Source: an optimization exercise on an open RTL-to-GDS flow (aim: small area, a short achievable clock period and few clock cycles per item). Production flows keep margins and buffers that such runs may drop.
Function was checked by simulation only, so behaviour that the tests miss may differ from the original.

JK:
Design fft_dit_top, start of the top module:
module fft_dit_top (
   input  logic        clk,
   input  logic        rst_n,
   input  logic [15:0] in_x,
   input  logic        in_nd,
   output logic [15:0] out_x,
   output logic        out_nd,
   output logic        overflow
);
Settings: LEC_CHECK=0, ABC_AREA=1, ABC_CLOCK_PERIOD_IN_PS=3500, CAP_MARGIN=20, CORE_MARGIN=2, CORE_UTILIZATION=40, SETUP_SLACK_MARGIN=5, SLEW_MARGIN=20; clock period 9.0 ns.
run.sh (not shown) runs the stock make flow with config.mk's settings and CLKGATE_MAP_FILE= SYNTH_SCRIPT=/design/flow/synth_recipe.tcl, a recipe that flattens the netlist after the stock synthesis.
Testbench counts of JK, summed over its fixed seeds: cycles 7,040, frames 384.
Here is what was changed in the inputs of MS compared with JK.
- a deleted ABC_AREA that had been 1
==> flow/flow/run.sh (new file) <==
#!/bin/bash
set -euo pipefail
bash standard.sh SETUP_SLACK_MARGIN=5.5 finish > standard_flow.log 2>&1
==> flow/standard.sh (new file) <==
#!/bin/bash
# synth_recipe.tcl (not shown) runs the flow's synth.tcl, then flattens the netlist and writes it again
# the make line also repeats each setting of config.mk as NAME=value (left out here)
make -C /OpenROAD-flow-scripts/flow DESIGN_CONFIG=/design/flow/config.mk WORK_HOME=/design/flow/orfs CLKGATE_MAP_FILE= SYNTH_SCRIPT=/design/flow/synth_recipe.tcl "${@:-finish}"
removed: flow/run.sh
- Pin slew with the least headroom to its limit: MS and JK compared, lower one is JK
- Against JK, MS reports a clock period minus worst slack that is lower.
- The run showing the greater wire length of the first global-routing pass is JK.
- Going from JK to MS, peak per-stage delay on the critical path down 20 ps, total wire length shrank by 12000 microns.
Setup changes, MS to AL
==> flow/run.sh (new file) <==
#!/bin/bash
# synth_recipe.tcl (not shown) runs the flow's synth.tcl, then flattens the netlist and writes it again
# the make line also repeats each setting of config.mk as NAME=value (left out here)
make -C /OpenROAD-flow-scripts/flow DESIGN_CONFIG=/design/flow/config.mk WORK_HOME=/design/flow/orfs CLKGATE_MAP_FILE= SYNTH_SCRIPT=/design/flow/synth_recipe.tcl finish
removed: flow/flow/run.sh
removed: flow/standard.sh
[summary]
[diff] smallest setup slack after layout, AL relative to MS: regression
AL against MS: register fraction of the total cell area now larger, initial antenna violation count now smaller, clock period minus final worst setup slack now larger.

========
Setup of run A:
fft_dit_top, a different RTL version from the one above (not shown whole).
For scale: roughly 730 flip-flops, about 0.049 mm2 of cells after synthesis.
export LEC_CHECK = 0
export ABC_CLOCK_PERIOD_IN_PS = 3500
export CAP_MARGIN = 20
export CORE_MARGIN = 2
export CORE_UTILIZATION = 40
export SETUP_SLACK_MARGIN = 5
export SLEW_MARGIN = 20
create_clock -name core_clock -period 9.0 [get_ports {clk}]
Stock flow here: none of the scripts above is used.
Run A has completed all stages; timing, DRC and antenna checks passed.
Testbench counts of run A, summed over its fixed seeds: cycles 6,848, frames 384.
Changes in run B relative to run A:
# run A
export LEC_CHECK = 0
export ABC_CLOCK_PERIOD_IN_PS = 3500
export CAP_MARGIN = 20
export CORE_MARGIN = 2
export CORE_UTILIZATION = 40
export SETUP_SLACK_MARGIN = 5
export SLEW_MARGIN = 20
create_clock -name core_clock -period 9.0 [get_ports {clk}]
# run B
export LEC_CHECK = 0
export ABC_CLOCK_PERIOD_IN_PS = 3500
export CAP_MARGIN = 20
export CORE_MARGIN = 2
export CORE_UTILIZATION = 65
export PLACE_DENSITY = 0.75
export SETUP_SLACK_MARGIN = 5
export SLEW_MARGIN = 20
create_clock -name core_clock -period 9.0 [get_ports {clk}]
### Flow results
Every stage of run B finished as expected; the final checks, on the other hand, flagged antenna violations, which means the layout fails.
Run B vs run A, topmost layer with routed signal wires: met5 vs met4
Row global-route usage over all layers: run B higher / run A lower
For the synthesis-to-finish area growth, run B came in 2.8 points lower than run A did.
Fmax: run B above run A
Min routing usage on met3 across run A and run B: run A
Run B against run A: final RePlAce weighted congestion grew by about 3.7%; first-pass GRT wire length went down by about 3.5%; estimated wirelength of the detail-placed design saw a decrease.
In run B relative to run A, design area had gone down by a few percent.
For run C, these inputs were changed with respect to run B:
# run B
export LEC_CHECK = 0
export ABC_CLOCK_PERIOD_IN_PS = 3500
export CAP_MARGIN = 20
export CORE_MARGIN = 2
export CORE_UTILIZATION = 65
export PLACE_DENSITY = 0.75
export SETUP_SLACK_MARGIN = 5
export SLEW_MARGIN = 20
create_clock -name core_clock -period 9.0 [get_ports {clk}]
# run C
export LEC_CHECK = 0
export CAP_MARGIN = 20
export CORE_MARGIN = 2
export CORE_UTILIZATION = 40
export SETUP_SLACK_MARGIN = 4.5
export SLEW_MARGIN = 20
create_clock -name core_clock -period 9.0 [get_ports {clk}]
Results
Run B: complete, dirty (antenna violations)
The final layout from run C, which completed every stage, passed the timing, design-rule and antenna checks at the end of the flow.
Per the comparison of run C with run B, number of buffers other than clock buffers in the final layout now sits lower, share of the clock period used by the worst path now sits higher, average routed wire per standard cell now sits lower, final critical-path required period now sits higher, data-path buffer share of cell area in the final layout now sits lower.
Between run C and run B, die area is lower for run B, run C comes in above that.
In the reports for run C and run B, the smaller relative area change from synthesis to final layout belongs to run B.

========
fft_dit_top, a different RTL version from the one above (not shown whole).
For scale: ~42000 µm² of cells after synthesis.
==> flow/design.v (excerpt) <==
module fft_dit_top (
   input  logic        clk,
   input  logic        rst_n,
   input  logic [15:0] in_x,
   input  logic        in_nd,
   output logic [15:0] out_x,
   output logic        out_nd,
   output logic        overflow
);
export LEC_CHECK = 0
export ABC_CLOCK_PERIOD_IN_PS = 3500
export CAP_MARGIN = 20
export CORE_MARGIN = 2
export CORE_UTILIZATION = 70
export PLACE_DENSITY = 0.8
export SETUP_SLACK_MARGIN = 5
export SLEW_MARGIN = 20
create_clock -name core_clock -period 9.0 [get_ports {clk}]
standard.sh (not shown) runs the stock make flow with config.mk's settings and CLKGATE_MAP_FILE= SYNTH_SCRIPT=/design/flow/synth_recipe.tcl, a recipe that flattens the netlist after the stock synthesis.
==> flow/flow/run.sh <==
#!/bin/bash
set -euo pipefail
bash standard.sh SETUP_SLACK_MARGIN=5.5 finish > standard_flow.log 2>&1
The first run finished with timing, DRC and antenna clean.
Testbench counts at the start, summed over its fixed seeds: cycles 7,040, frames 384.
Next try:
--- a/flow/config.mk
+++ b/flow/config.mk
@@ -10,5 +10,7 @@
 export CORE_MARGIN = 2
-export CORE_UTILIZATION = 70
-export PLACE_DENSITY = 0.8
+export CORE_UTILIZATION = 40
+export CTS_BUF_LIST = sky130_fd_sc_hd__clkbuf_4
+export CTS_CLUSTER_SIZE = 20
 export SETUP_SLACK_MARGIN = 5
 export SLEW_MARGIN = 20
+export TNS_END_PERCENT = 20
Result: First-iteration DRC count shrinks by 45%. Die area grows by 74%. Global-route usage shrinks by 18 points. Worst setup slack gains 0.15 ns. Design area shrinks by 0.56%. Non-clock buffer count shrinks by 32. Utilization shrinks by 35 points.
Next try:
--- a/flow/config.mk
+++ b/flow/config.mk
@@ -10,7 +10,5 @@
 export CORE_MARGIN = 2
-export CORE_UTILIZATION = 40
-export CTS_BUF_LIST = sky130_fd_sc_hd__clkbuf_4
-export CTS_CLUSTER_SIZE = 20
+export CORE_UTILIZATION = 60
+export PLACE_DENSITY = 0.7
 export SETUP_SLACK_MARGIN = 5
 export SLEW_MARGIN = 20
-export TNS_END_PERCENT = 20
What happened: Clock skew came out lower by 0.059 ns; setup slack is worse by 0.11 ns; core utilization came out higher by 25 points.
Next try:
==> flow/flow/run.sh (replaced) <==
#!/bin/bash
set -euo pipefail
bash standard.sh SETUP_SLACK_MARGIN=5.4 finish > standard_flow.log 2>&1
--- a/flow/config.mk
+++ b/flow/config.mk
@@ -10,5 +10,7 @@
 export CORE_MARGIN = 2
-export CORE_UTILIZATION = 60
-export PLACE_DENSITY = 0.7
+export CORE_UTILIZATION = 40
+export CTS_BUF_LIST = sky130_fd_sc_hd__clkbuf_4
+export CTS_CLUSTER_SIZE = 12
 export SETUP_SLACK_MARGIN = 5
 export SLEW_MARGIN = 20
+export TNS_END_PERCENT = 20
Result: The changed run completed without violations. Design area drops by a few percent. Area after synthesis does not change. Routed wire length goes down by roughly a tenth. Via count is lower by a few percent. Die area goes up by well over a third.
Next try:
==> flow/flow/run.sh (replaced) <==
#!/bin/bash
set -euo pipefail
bash standard.sh SETUP_SLACK_MARGIN=5.5 finish > standard_flow.log 2>&1
--- a/flow/config.mk
+++ b/flow/config.mk
@@ -11,6 +11,3 @@
 export CORE_UTILIZATION = 40
-export CTS_BUF_LIST = sky130_fd_sc_hd__clkbuf_4
-export CTS_CLUSTER_SIZE = 12
 export SETUP_SLACK_MARGIN = 5
 export SLEW_MARGIN = 20
-export TNS_END_PERCENT = 20
Sequential share of layout area went down by 0.90 points.
Global-route usage went down by 0.15 points.
Synthesized area does not change.
Clock skew went down by 0.050 ns.
First-iteration DRC count went up by about 14%.
Non-clock buffer count went up by 43.
Core utilization went up by 0.99 points.
Worst setup slack improves by 0.14 ns.
Clock-buffer cell count went down by 181.
Register-to-register slack improves by 0.13 ns.

## port drivers added, routing unchanged
How much do the figures lean on ideal ports? The routed layouts below were timed once more, with nothing changed but the port constraints. Step 1 sets driving cells, clkbuf_16 on the clock port and buf_2 on the other inputs (assumed; they add their load-dependent delay and slew). Step 2 also shifts input and output timing later by t, the mid clock arrival at the registers, as if the neighbouring blocks saw the same clock. Three values: no drivers, after step 1, after step 2; two values: the first two.
run	t (ns)	setup slack, ns	clock arrival spread, ns	worst register clock-pin slew, ns
JK	0.714	5.091 / 5.091 / 5.091	0.041 / 0.041	0.08 / 0.08
MS	0.720	5.142 / 5.142 / 5.142	0.070 / 0.069	0.07 / 0.07
AL	0.716	5.016 / 5.016 / 5.016	0.049 / 0.049	0.07 / 0.07
run A	0.730	4.828 / 4.828 / 4.828	0.037 / 0.037	0.07 / 0.07
run B	0.707	4.981 / 4.981 / 4.981	0.041 / 0.041	0.07 / 0.07
run C	0.720	4.632 / 4.632 / 4.632	0.031 / 0.031	0.07 / 0.07
the first run of note 3	0.696	5.296 / 5.296 / 4.867	0.024 / 0.023	0.07 / 0.07
the second run of note 3	1.125	5.447 / 5.447 / 4.754	0.090 / 0.089	0.08 / 0.08
the third run of note 3	0.692	5.333 / 5.333 / 4.902	0.030 / 0.030	0.07 / 0.07
the fourth run of note 3	1.158	5.311 / 5.243 / 4.734	0.104 / 0.104	0.08 / 0.08
the fifth run of note 3	0.705	5.454 / 5.454 / 4.944	0.047 / 0.048	0.07 / 0.07
The setup slack of the second run of note 3, which loses most, moves by 0.000 ns with the drivers and by -0.693 ns with both steps.
